This design comes from an exercise in tuning for small area and a short achievable clock period on the open sky130 flow, not from production work. Function was checked by simulation only, so behaviour that the tests miss may differ from the original. No activity file was given, so power comes from the tool's default toggle rates.

==> fjord <==
==> flow/design.v <==
`default_nettype none
package tcq_pkg;
  localparam int RING_DEPTH = 64;
  localparam int SLOT_COUNT = 16;
  localparam logic [2:0] ST_ENQUEUED  = 3'd0;
  localparam logic [2:0] ST_COALESCED = 3'd1;
  localparam logic [2:0] ST_DROPPED   = 3'd2;
  localparam logic [2:0] ST_DEQUEUED  = 3'd3;
  localparam logic [2:0] ST_EMPTY     = 3'd4;
  localparam logic [2:0] ST_REJECTED  = 3'd5;
endpackage
`default_nettype wire
`default_nettype none
module tcq_ring_mem (
  input  wire logic        clk,
  input  wire logic [63:0] we,        
  input  wire logic [19:0] wr_data,
  input  wire logic [63:0] rd_sel,    
  output logic      [19:0] rd_data
);
  logic [19:0] mem [64];
  for (genvar i = 0; i < 64; i++) begin : g_row
    always_ff @(posedge clk) begin
      if (we[i]) mem[i] <= wr_data;
    end
  end
  always_comb begin
    rd_data = '0;
    for (int i = 0; i < 64; i++) begin
      rd_data = rd_data | (mem[i] & {20{rd_sel[i]}});
    end
  end
endmodule
`default_nettype wire
`default_nettype none
module two_class_tx_queue (
  input  wire logic        clk,
  input  wire logic        rst_n,
  input  wire logic        in_tvalid,
  output logic             in_tready,
  input  wire logic [23:0] in_tdata,    
  input  wire logic [2:0]  in_tuser,    
  output logic             out_tvalid,
  input  wire logic        out_tready,
  output logic [31:0]      out_tdata,   
  output logic [3:0]       out_tuser    
);
  logic        s1_valid_r;
  logic [1:0]  s1_cmd;
  logic        s1_kn;
  logic [3:0]  s1_slot;
  logic [15:0] s1_tag;
  logic        out_valid_r;
  logic        hold;
  logic        fire;
  assign hold      = out_valid_r & ~out_tready;
  assign fire      = s1_valid_r & ~hold;
  assign in_tready = ~s1_valid_r | ~hold;
  always_ff @(posedge clk) begin
    if (!rst_n) begin
      s1_valid_r  <= 1'b0;
      out_valid_r <= 1'b0;
    end else begin
      if (in_tready) s1_valid_r <= in_tvalid;
      if (!hold)     out_valid_r <= s1_valid_r;
    end
  end
  always_ff @(posedge clk) begin
    if (in_tready) begin
      s1_cmd  <= in_tuser[1:0];
      s1_kn   <= in_tuser[2];
      s1_slot <= in_tdata[3:0];
      s1_tag  <= in_tdata[19:4];
    end
  end
  logic [5:0]  head_r, tail_r;
  logic [6:0]  cnt_r;
  logic [6:0]  depth_r;
  logic [15:0] pend_r;
  logic full, ring_empty, pend_any;
  assign full       = cnt_r[6];
  assign ring_empty = (cnt_r == 7'd0);
  assign pend_any   = |pend_r;
  logic is_enq, is_deq, is_req;
  assign is_enq = (s1_cmd == 2'd0);
  assign is_deq = (s1_cmd == 2'd1);
  assign is_req = (s1_cmd == 2'd2);
  logic [15:0] idx_oh;
  always_comb begin
    idx_oh = '0;
    idx_oh[s1_slot] = 1'b1;
  end
  logic idx_pend;
  assign idx_pend = |(pend_r & idx_oh);
  logic [15:0] low_oh;
  assign low_oh = pend_r & (~pend_r + 16'd1);
  logic [3:0] pick;
  always_comb begin
    pick = '0;
    for (int i = 0; i < 16; i++) begin
      if (low_oh[i]) pick = pick | 4'(i);
    end
  end
  logic [63:0] head_oh, tail_oh, headm1_oh;
  always_comb begin
    head_oh = '0;
    head_oh[head_r] = 1'b1;
    tail_oh = '0;
    tail_oh[tail_r] = 1'b1;
  end
  assign headm1_oh = {head_oh[0], head_oh[63:1]};
  logic [63:0] ring_we;
  assign ring_we = full ? 64'd0 : (is_req ? headm1_oh : tail_oh);
  logic [19:0] ring_rd;
  tcq_ring_mem u_ring (
    .clk     (clk),
    .we      (ring_we),
    .wr_data ({s1_slot, s1_tag}),
    .rd_sel  (head_oh),
    .rd_data (ring_rd)
  );
  logic [15:0] slot_tag_r [16];
  logic        slot_wr;
  assign slot_wr = s1_valid_r & is_enq & s1_kn;
  for (genvar i = 0; i < 16; i++) begin : g_slot
    always_ff @(posedge clk) begin
      if (slot_wr && idx_oh[i]) slot_tag_r[i] <= s1_tag;
    end
  end
  logic [15:0] slot_rd;
  always_comb begin
    slot_rd = '0;
    for (int i = 0; i < 16; i++) begin
      slot_rd = slot_rd | (slot_tag_r[i] & {16{low_oh[i]}});
    end
  end
  logic ring_enq, ring_req, ring_deq, slot_enq, slot_deq;
  assign ring_enq = is_enq & ~s1_kn & ~full;
  assign ring_req = is_req & ~full;
  assign ring_deq = is_deq & ~ring_empty;
  assign slot_enq = is_enq & s1_kn;
  assign slot_deq = is_deq & ring_empty & pend_any;
  logic inc, dec;
  assign inc = ring_enq | ring_req | (slot_enq & ~idx_pend);
  assign dec = ring_deq | slot_deq;
  logic [2:0] status;
  always_comb begin
    status = tcq_pkg::ST_EMPTY;
    case (s1_cmd)
      2'd0: status = s1_kn ? (idx_pend ? tcq_pkg::ST_COALESCED : tcq_pkg::ST_ENQUEUED)
                           : (full ? tcq_pkg::ST_DROPPED : tcq_pkg::ST_ENQUEUED);
      2'd1: status = (ring_deq | slot_deq) ? tcq_pkg::ST_DEQUEUED : tcq_pkg::ST_EMPTY;
      2'd2: status = full ? tcq_pkg::ST_REJECTED : tcq_pkg::ST_ENQUEUED;
      default: status = tcq_pkg::ST_EMPTY;
    endcase
  end
  always_ff @(posedge clk) begin
    if (!rst_n) begin
      head_r  <= '0;
      tail_r  <= '0;
      cnt_r   <= '0;
      depth_r <= '0;
      pend_r  <= '0;
    end else if (fire) begin
      if (ring_deq) head_r <= head_r + 6'd1;
      else if (ring_req) head_r <= head_r - 6'd1;
      if (ring_enq) tail_r <= tail_r + 6'd1;
      if (ring_enq | ring_req) cnt_r <= cnt_r + 7'd1;
      else if (ring_deq) cnt_r <= cnt_r - 7'd1;
      if (inc) depth_r <= depth_r + 7'd1;
      else if (dec) depth_r <= depth_r - 7'd1;
      pend_r <= (pend_r | (slot_enq ? idx_oh : 16'd0)) & ~(slot_deq ? low_oh : 16'd0);
    end
  end
  logic [2:0]  res_status;
  logic        res_kn;
  logic [15:0] res_tag;
  logic [3:0]  res_slot;
  always_ff @(posedge clk) begin
    if (!hold) begin
      res_status <= status;
      res_kn     <= slot_deq;
      res_tag    <= ring_deq ? ring_rd[15:0] : (slot_deq ? slot_rd : 16'd0);
      res_slot   <= ring_deq ? ring_rd[19:16] : (slot_deq ? pick : 4'd0);
    end
  end
  assign out_tvalid = out_valid_r;
  assign out_tdata  = {5'b0, depth_r, res_slot, res_tag};
  assign out_tuser  = {res_kn, res_status};
endmodule
`default_nettype wire
==> flow/run.sh <==
#!/bin/bash
# synth_recipe.tcl (not shown) runs the flow's synth.tcl, then flattens the netlist and writes it again
# the make line also repeats each setting of config.mk as NAME=value (left out here)
make -C /OpenROAD-flow-scripts/flow DESIGN_CONFIG=/design/flow/config.mk WORK_HOME=/design/flow/orfs CLKGATE_MAP_FILE= SYNTH_SCRIPT=/design/flow/synth_recipe.tcl finish
==> flow/config.mk <==
export PLATFORM = sky130hd
export DESIGN_NAME = two_class_tx_queue
export DESIGN_NICKNAME = two_class_tx_queue
export VERILOG_FILES = /design/flow/design.v
export SDC_FILE = /design/flow/constraint.sdc
export NUM_CORES = 4
export LEC_CHECK = 0
export CAP_MARGIN = 20
export CORE_MARGIN = 2
export CORE_UTILIZATION = 40
export SLEW_MARGIN = 20
==> flow/constraint.sdc <==
create_clock -name core_clock -period 4.0 [get_ports {clk}]
set_input_delay 0.8000 -clock core_clock [delete_from_list [all_inputs] [get_ports {clk}]]
set_output_delay 0.8000 -clock core_clock [all_outputs]
set_load 0.01 [all_outputs]
==> nickel: changes against fjord <==
==> flow/design.v (replaced) <==
`default_nettype none
package tcq_pkg;
  localparam int RING_DEPTH = 64;
  localparam int SLOT_COUNT = 16;
  localparam logic [2:0] ST_ENQUEUED  = 3'd0;
  localparam logic [2:0] ST_COALESCED = 3'd1;
  localparam logic [2:0] ST_DROPPED   = 3'd2;
  localparam logic [2:0] ST_DEQUEUED  = 3'd3;
  localparam logic [2:0] ST_EMPTY     = 3'd4;
  localparam logic [2:0] ST_REJECTED  = 3'd5;
endpackage
`default_nettype wire
`default_nettype none
module tcq_ring_mem (
  input  wire logic        clk,
  input  wire logic [63:0] we,        
  input  wire logic [19:0] wr_data,
  input  wire logic [63:0] rd_sel,    
  output logic      [19:0] rd_data
);
  logic [19:0] mem [64];
  for (genvar i = 0; i < 64; i++) begin : g_row
    always_ff @(posedge clk) begin
      if (we[i]) mem[i] <= wr_data;
    end
  end
  always_comb begin
    rd_data = '0;
    for (int i = 0; i < 64; i++) begin
      rd_data = rd_data | (mem[i] & {20{rd_sel[i]}});
    end
  end
endmodule
`default_nettype wire
`default_nettype none
module two_class_tx_queue (
  input  wire logic        clk,
  input  wire logic        rst_n,
  input  wire logic        in_tvalid,
  output logic             in_tready,
  input  wire logic [23:0] in_tdata,    
  input  wire logic [2:0]  in_tuser,    
  output logic             out_tvalid,
  input  wire logic        out_tready,
  output logic [31:0]      out_tdata,   
  output logic [3:0]       out_tuser    
);
  logic        s1_valid_r;
  logic        out_valid_r;
  logic        hold;
  logic        fire;
  assign hold      = out_valid_r & ~out_tready;
  assign fire      = s1_valid_r & ~hold;
  assign in_tready = ~(s1_valid_r & hold);
  always_ff @(posedge clk) begin
    if (!rst_n) begin
      s1_valid_r  <= 1'b0;
      out_valid_r <= 1'b0;
    end else begin
      if (in_tready) s1_valid_r <= in_tvalid;
      if (!hold)     out_valid_r <= s1_valid_r;
    end
  end
  logic        f_enq_ring, f_enq_slot, f_deq, f_req, f_nop;
  logic [15:0] s1_idx_oh;
  logic [3:0]  s1_slot;
  logic [15:0] s1_tag;
  always_ff @(posedge clk) begin
    if (in_tready) begin
      f_enq_ring <= (in_tuser[1:0] == 2'd0) & ~in_tuser[2];
      f_enq_slot <= (in_tuser[1:0] == 2'd0) & in_tuser[2];
      f_deq      <= (in_tuser[1:0] == 2'd1);
      f_req      <= (in_tuser[1:0] == 2'd2);
      f_nop      <= (in_tuser[1:0] == 2'd3);
      s1_idx_oh  <= 16'd1 << in_tdata[3:0];
      s1_slot    <= in_tdata[3:0];
      s1_tag     <= in_tdata[19:4];
    end
  end
  logic [63:0] head_oh;
  logic [5:0]  tail_r;
  logic [6:0]  cnt_r;
  logic        empty_r;
  logic [6:0]  depth_r;
  logic [15:0] pend_r;
  logic full;
  assign full = cnt_r[6];
  logic pend_any;
  assign pend_any = |pend_r;
  logic idx_pend;
  assign idx_pend = |(pend_r & s1_idx_oh);
  logic [63:0] tail_oh;
  always_comb begin
    tail_oh = '0;
    tail_oh[tail_r] = 1'b1;
  end
  logic [63:0] ring_we;
  assign ring_we = full ? 64'd0 : (f_req ? {head_oh[0], head_oh[63:1]} : tail_oh);
  logic [19:0] ring_rd;
  tcq_ring_mem u_ring (
    .clk     (clk),
    .we      (ring_we),
    .wr_data ({s1_slot, s1_tag}),
    .rd_sel  (head_oh),
    .rd_data (ring_rd)
  );
  logic [15:0] slot_tag_r [16];
  for (genvar i = 0; i < 16; i++) begin : g_slot
    always_ff @(posedge clk) begin
      if (s1_valid_r && f_enq_slot && s1_idx_oh[i]) slot_tag_r[i] <= s1_tag;
    end
  end
  logic [7:0]  a1; logic [15:0] v1 [8]; logic       n1 [8];
  logic [3:0]  a2; logic [15:0] v2 [4]; logic [1:0] n2 [4];
  logic [1:0]  a3; logic [15:0] v3 [2]; logic [2:0] n3 [2];
  logic [15:0] slot_rd;
  logic [3:0]  pick;
  always_comb begin
    for (int k = 0; k < 8; k++) begin
      a1[k] = pend_r[2*k] | pend_r[2*k+1];
      v1[k] = pend_r[2*k] ? slot_tag_r[2*k] : slot_tag_r[2*k+1];
      n1[k] = ~pend_r[2*k];
    end
    for (int k = 0; k < 4; k++) begin
      a2[k] = a1[2*k] | a1[2*k+1];
      v2[k] = a1[2*k] ? v1[2*k] : v1[2*k+1];
      n2[k] = a1[2*k] ? {1'b0, n1[2*k]} : {1'b1, n1[2*k+1]};
    end
    for (int k = 0; k < 2; k++) begin
      a3[k] = a2[2*k] | a2[2*k+1];
      v3[k] = a2[2*k] ? v2[2*k] : v2[2*k+1];
      n3[k] = a2[2*k] ? {1'b0, n2[2*k]} : {1'b1, n2[2*k+1]};
    end
    slot_rd = a3[0] ? v3[0] : v3[1];
    pick    = a3[0] ? {1'b0, n3[0]} : {1'b1, n3[1]};
  end
  logic [15:0] low_oh;
  always_comb begin
    for (int j = 0; j < 16; j++) begin
      low_oh[j] = pend_r[j] & ~|(pend_r & ((16'd1 << j) - 16'd1));
    end
  end
  logic ring_deq, slot_deq, any_deq, ring_inc, inc;
  assign ring_deq = f_deq & ~empty_r;
  assign slot_deq = f_deq & empty_r & pend_any;
  assign any_deq  = f_deq & (~empty_r | pend_any);
  assign ring_inc = (f_enq_ring | f_req) & ~full;
  assign inc      = ring_inc | (f_enq_slot & ~idx_pend);
  logic [2:0] status;
  assign status[0] = (f_enq_slot & idx_pend) | any_deq | (f_req & full);
  assign status[1] = (f_enq_ring & full) | any_deq;
  assign status[2] = (f_deq & empty_r & ~pend_any) | (f_req & full) | f_nop;
  logic [6:0] depth_p1, depth_m1, cnt_p1, cnt_m1;
  assign depth_p1 = depth_r + 7'd1;
  assign depth_m1 = depth_r - 7'd1;
  assign cnt_p1   = cnt_r + 7'd1;
  assign cnt_m1   = cnt_r - 7'd1;
  always_ff @(posedge clk) begin
    if (!rst_n) begin
      head_oh <= 64'd1;
      tail_r  <= '0;
      cnt_r   <= '0;
      empty_r <= 1'b1;
      depth_r <= '0;
      pend_r  <= '0;
    end else if (fire) begin
      if (ring_deq) head_oh <= {head_oh[62:0], head_oh[63]};
      else if (f_req & ~full) head_oh <= {head_oh[0], head_oh[63:1]};
      if (f_enq_ring & ~full) tail_r <= tail_r + 6'd1;
      if (ring_inc) begin
        cnt_r   <= cnt_p1;
        empty_r <= 1'b0;
      end else if (ring_deq) begin
        cnt_r   <= cnt_m1;
        empty_r <= (cnt_r == 7'd1);
      end
      if (inc) depth_r <= depth_p1;
      else if (any_deq) depth_r <= depth_m1;
      pend_r <= (pend_r | (f_enq_slot ? s1_idx_oh : 16'd0)) & ~(slot_deq ? low_oh : 16'd0);
    end
  end
  logic [2:0]  res_status;
  logic        res_kn;
  logic [15:0] res_tag;
  logic [3:0]  res_slot;
  always_ff @(posedge clk) begin
    if (!hold) begin
      res_status <= status;
      res_kn     <= slot_deq;
      res_tag    <= ring_deq ? ring_rd[15:0] : (slot_deq ? slot_rd : 16'd0);
      res_slot   <= ring_deq ? ring_rd[19:16] : (slot_deq ? pick : 4'd0);
    end
  end
  assign out_tvalid = out_valid_r;
  assign out_tdata  = {5'b0, depth_r, res_slot, res_tag};
  assign out_tuser  = {res_kn, res_status};
endmodule
`default_nettype wire
==> run notes <==
fjord finished but fails on setup timing. nickel finished with timing, DRC and antenna clean.
Against nickel, the maximum frequency of fjord is lower by 10%.
Between fjord and nickel, the lower power is in nickel (gap about 4%, measured against nickel).
Critical path depth: nickel is lower than fjord (7).
Between fjord and nickel, the lower die area is in nickel (gap 2.8%, measured against nickel).
Clock power is about the same in fjord and nickel.

[static timing again, ports no longer ideal]
How much do the figures lean on ideal ports? The routed layouts below were timed once more, with nothing changed but the port constraints. Step 1 (the two cells are an assumption about what drives the block):
set clk [get_ports {clk}]
set_driving_cell -lib_cell sky130_fd_sc_hd__clkbuf_16 $clk
set_driving_cell -lib_cell sky130_fd_sc_hd__buf_2 [delete_from_list [all_inputs] $clk]
Step 2 also shifts input and output timing later by t, the mid clock arrival at the registers, as if the neighbouring blocks saw the same clock. Three values: ideal, step 1, step 2; two values: the first two.
run	shift t [ns]	setup WS [ns]	hold WS [ns]	worst data-port slew with drivers (ns)	pins driven straight from the clock port
fjord	0.909	-0.104 / -0.104 / -0.104	0.482 / 0.457 / 0.482	0.15	1
nickel	0.873	0.324 / 0.324 / 0.324	0.500 / 0.500 / 0.500	0.09	1
